This design comes from an exercise in tuning for small area, a short achievable clock period and few clock cycles per item on the open sky130 flow, not from production work. The RTL was checked by simulation tests, not by an equivalence proof against the original design.

Setup of garnet:
==> flow/design.v (excerpt) <==
module asin_top
(
    input  logic        clock,
    input  logic        i_rst,
    input  logic        i_valid,
    output logic        o_ready,
    input  logic [31:0] i_x,
    output logic        o_valid,
    input  logic        i_ready,
    output logic [31:0] o_asin
);
Size: roughly 8400 cells after synthesis, ~70 I/O pins, about 72000 sq um of cells after synthesis.
clock: 27.0 ns
lec_check: 0
abc_area: 1
cap_margin: 20
core_margin: 2
core_utilization: 65
place_density: 0.75
slew_margin: 20
synth_hierarchical: 1
synth_minimum_keep_size: 0
standard.sh (not shown) runs the stock make flow with config.mk's settings and CLKGATE_MAP_FILE= SYNTH_SCRIPT=/design/flow/synth_recipe.tcl, a recipe that flattens the netlist after the stock synthesis.
==> flow/flow/run.sh <==
#!/bin/bash
# The standard layout (the standard.sh, which also runs the standard
# synthesis), with two changes to how it is made:
#  - the timing repair after floorplan, CTS and global routing is asked to
#    leave setup slack well beyond what the clock needs (flow/margin.txt, ns),
#    so the layout runs faster than the constraint requires;
#  - the port buffers are sky130_fd_sc_hd__buf_2 rather than the delay
#    buffer buffer_ports picks on its own.
# The clock period and every constraint stay the design's own.
# The full make output goes to standard_flow.log here; ORFS keeps each
# tool's log under orfs/logs.
set -euo pipefail
MARGIN=$(cat flow/margin.txt)
bash standard.sh SETUP_SLACK_MARGIN="$MARGIN" \
    BUFFER_PORTS_ARGS="-buffer_cell sky130_fd_sc_hd__buf_2" finish > standard_flow.log 2>&1
==> flow/flow/margin.txt <==
20.6
garnet: done, clean on timing, DRC and antenna
Testbench counts of garnet, summed over its fixed seeds: cycles 4,872, items 4,800.
Setup changes, garnet to indigo
# garnet
export LEC_CHECK = 0
export ABC_AREA = 1
export CAP_MARGIN = 20
export CORE_MARGIN = 2
export CORE_UTILIZATION = 65
export PLACE_DENSITY = 0.75
export SLEW_MARGIN = 20
export SYNTH_HIERARCHICAL = 1
export SYNTH_MINIMUM_KEEP_SIZE = 0
create_clock -name core_clock -period 27.0 [get_ports {clock}]
# indigo
export LEC_CHECK = 0
export ABC_AREA = 1
export CAP_MARGIN = 20
export CORE_MARGIN = 2
export CORE_UTILIZATION = 65
export CTS_CLUSTER_DIAMETER = 120
export CTS_CLUSTER_SIZE = 24
export PLACE_DENSITY = 0.75
export SLEW_MARGIN = 20
export SYNTH_HIERARCHICAL = 1
export SYNTH_MINIMUM_KEEP_SIZE = 0
create_clock -name core_clock -period 27.0 [get_ports {clock}]
Delta (indigo minus garnet): worst relative slew slack picked up an extra 1.1 points. Longest individual stage delay on the worst path: indigo higher than garnet. A highest metal layer used by the detailed router of met4 is what indigo shows, while met5 belongs to garnet.
Inputs modified between indigo and tundra:
# indigo
export LEC_CHECK = 0
export ABC_AREA = 1
export CAP_MARGIN = 20
export CORE_MARGIN = 2
export CORE_UTILIZATION = 65
export CTS_CLUSTER_DIAMETER = 120
export CTS_CLUSTER_SIZE = 24
export PLACE_DENSITY = 0.75
export SLEW_MARGIN = 20
export SYNTH_HIERARCHICAL = 1
export SYNTH_MINIMUM_KEEP_SIZE = 0
create_clock -name core_clock -period 27.0 [get_ports {clock}]
# tundra
export LEC_CHECK = 0
export ABC_AREA = 1
export CAP_MARGIN = 20
export CORE_MARGIN = 2
export CORE_UTILIZATION = 55
export CTS_CLUSTER_DIAMETER = 120
export CTS_CLUSTER_SIZE = 24
export PLACE_DENSITY = 0.65
export SLEW_MARGIN = 20
export SYNTH_HIERARCHICAL = 1
export SYNTH_MINIMUM_KEEP_SIZE = 0
create_clock -name core_clock -period 27.0 [get_ports {clock}]
## What came out
Termination of the worst setup path: o_asin[22] -> indigo, o_asin[30] -> tundra. Compared to indigo, tundra has area growth from synthesis to layout 0.49 points higher. Taking indigo as the reference point, the number of global-route vias before repair of tundra falls by about 2%. When tundra is measured against indigo, its number of placed cells counting well taps turns out about 2.8% higher. Against indigo, tundra reports a buffers inserted during post-CTS setup optimization that is lower. Sequential share of cell area of indigo is on par with tundra.
Modified inputs, zinc compared to tundra
# tundra
export LEC_CHECK = 0
export ABC_AREA = 1
export CAP_MARGIN = 20
export CORE_MARGIN = 2
export CORE_UTILIZATION = 55
export CTS_CLUSTER_DIAMETER = 120
export CTS_CLUSTER_SIZE = 24
export PLACE_DENSITY = 0.65
export SLEW_MARGIN = 20
export SYNTH_HIERARCHICAL = 1
export SYNTH_MINIMUM_KEEP_SIZE = 0
create_clock -name core_clock -period 27.0 [get_ports {clock}]
# zinc
export LEC_CHECK = 0
export ABC_AREA = 1
export CAP_MARGIN = 20
export CORE_MARGIN = 2
export CORE_UTILIZATION = 55
export PLACE_DENSITY = 0.65
export SLEW_MARGIN = 20
export SYNTH_HIERARCHICAL = 1
export SYNTH_MINIMUM_KEEP_SIZE = 0
create_clock -name core_clock -period 27.0 [get_ports {clock}]
## What came out
- Per the comparison of zinc with tundra, clock-pin slew of the registers on the worst-case setup and hold paths shrank by 40 ps; area after synthesis held steady; worst-margin pin slew grew by 21 ps.
- zinc | stages: all done | timing, DRC, antenna: all pass
- tundra finished all stages; the layout is clean.
- Side by side, first-pass GRT wire length turned out higher in zinc than in tundra.

========
asin_top, a different RTL version from the one above (not shown whole).
Size in the first run: roughly 8,500 cells after synthesis, roughly 70 I/O pins, ~72,000 sq um of cells after synthesis.
## asin_top
module asin_top
(
    input  logic        clock,
    input  logic        i_rst,
    input  logic        i_valid,
    output logic        o_ready,
    input  logic [31:0] i_x,
    output logic        o_valid,
    input  logic        i_ready,
    output logic [31:0] o_asin
);
==> flow/config.mk <==
export PLATFORM = sky130hd
export DESIGN_NAME = asin_top
export DESIGN_NICKNAME = asin_top
export VERILOG_FILES = /design/flow/design.v
export SDC_FILE = /design/flow/constraint.sdc
export NUM_CORES = 4
export LEC_CHECK = 0
export ABC_AREA = 1
export CAP_MARGIN = 10
export CORE_MARGIN = 2
export CORE_UTILIZATION = 60
export CTS_BUF_LIST = sky130_fd_sc_hd__clkbuf_8
export PLACE_DENSITY = 0.7
export SLEW_MARGIN = 10
export SYNTH_HIERARCHICAL = 1
export SYNTH_MINIMUM_KEEP_SIZE = 0
==> flow/constraint.sdc <==
create_clock -name core_clock -period 27.0 [get_ports {clock}]
set_input_delay 5.4000 -clock core_clock [delete_from_list [all_inputs] [get_ports {clock}]]
set_output_delay 5.4000 -clock core_clock [all_outputs]
set_load 0.01 [all_outputs]
Scripts as last shown in full above: flow/flow/run.sh, flow/flow/margin.txt
Testbench counts at the start, summed over its fixed seeds: cycles 4,872, items 4,800.
Then changed:
CAP_MARGIN = 20   (was 10)
CORE_UTILIZATION = 55   (was 60)
CTS_BUF_LIST = default   (was sky130_fd_sc_hd__clkbuf_8)
PLACE_DENSITY = 0.65   (was 0.7)
SLEW_MARGIN = 20   (was 10)
What happened:
- sequential share of layout area falls by 0.16 points
- via count drops by 1.4%
- area after synthesis does not change
- core utilization goes down by 4.7 points
- wire length climbs by 0.44%
- fmax is higher by 1.8%
- die area rose by 9.0%

-- what the ideal ports hide --
The results above use ideal ports. As a check the final layouts listed here were re-extracted and re-timed, cells and wires unchanged. Step 1, drivers: a clkbuf_16 drives clock and a buf_2 each remaining input, both assumed. Step 2 times the ports against the registers' clock, not the clock port: input delays grow and output delays shrink by t, the midpoint of the rising clock arrivals with the driver on. Three values: ideal ports, drivers, drivers and shift; two values: the first two.
run	shift t [ns]	setup slack, ns	hold slack, ns	worst setup path after step 2	cell pins on the clock port's net
garnet	0.730	20.455 / 20.384 / 20.088	0.307 / 0.307 / 0.307	input to register	1
indigo	0.686	20.505 / 20.433 / 20.230	0.307 / 0.307 / 0.307	input to register	1
tundra	0.707	20.481 / 20.408 / 20.186	0.297 / 0.297 / 0.297	input to register	1
zinc	0.742	20.461 / 20.374 / 20.012	0.285 / 0.285 / 0.285	input to register	1
the first run of note 2	0.895	20.303 / 20.231 / 19.942	0.303 / 0.303 / 0.303	input to register	1
the second run of note 2	0.765	20.420 / 20.341 / 20.526	0.294 / 0.294 / 0.294	input to register	1
After both steps setup and hold are still met in every run listed. The setup slack of zinc, which loses most, moves by -0.087 ns with the drivers and by -0.449 ns with both steps.
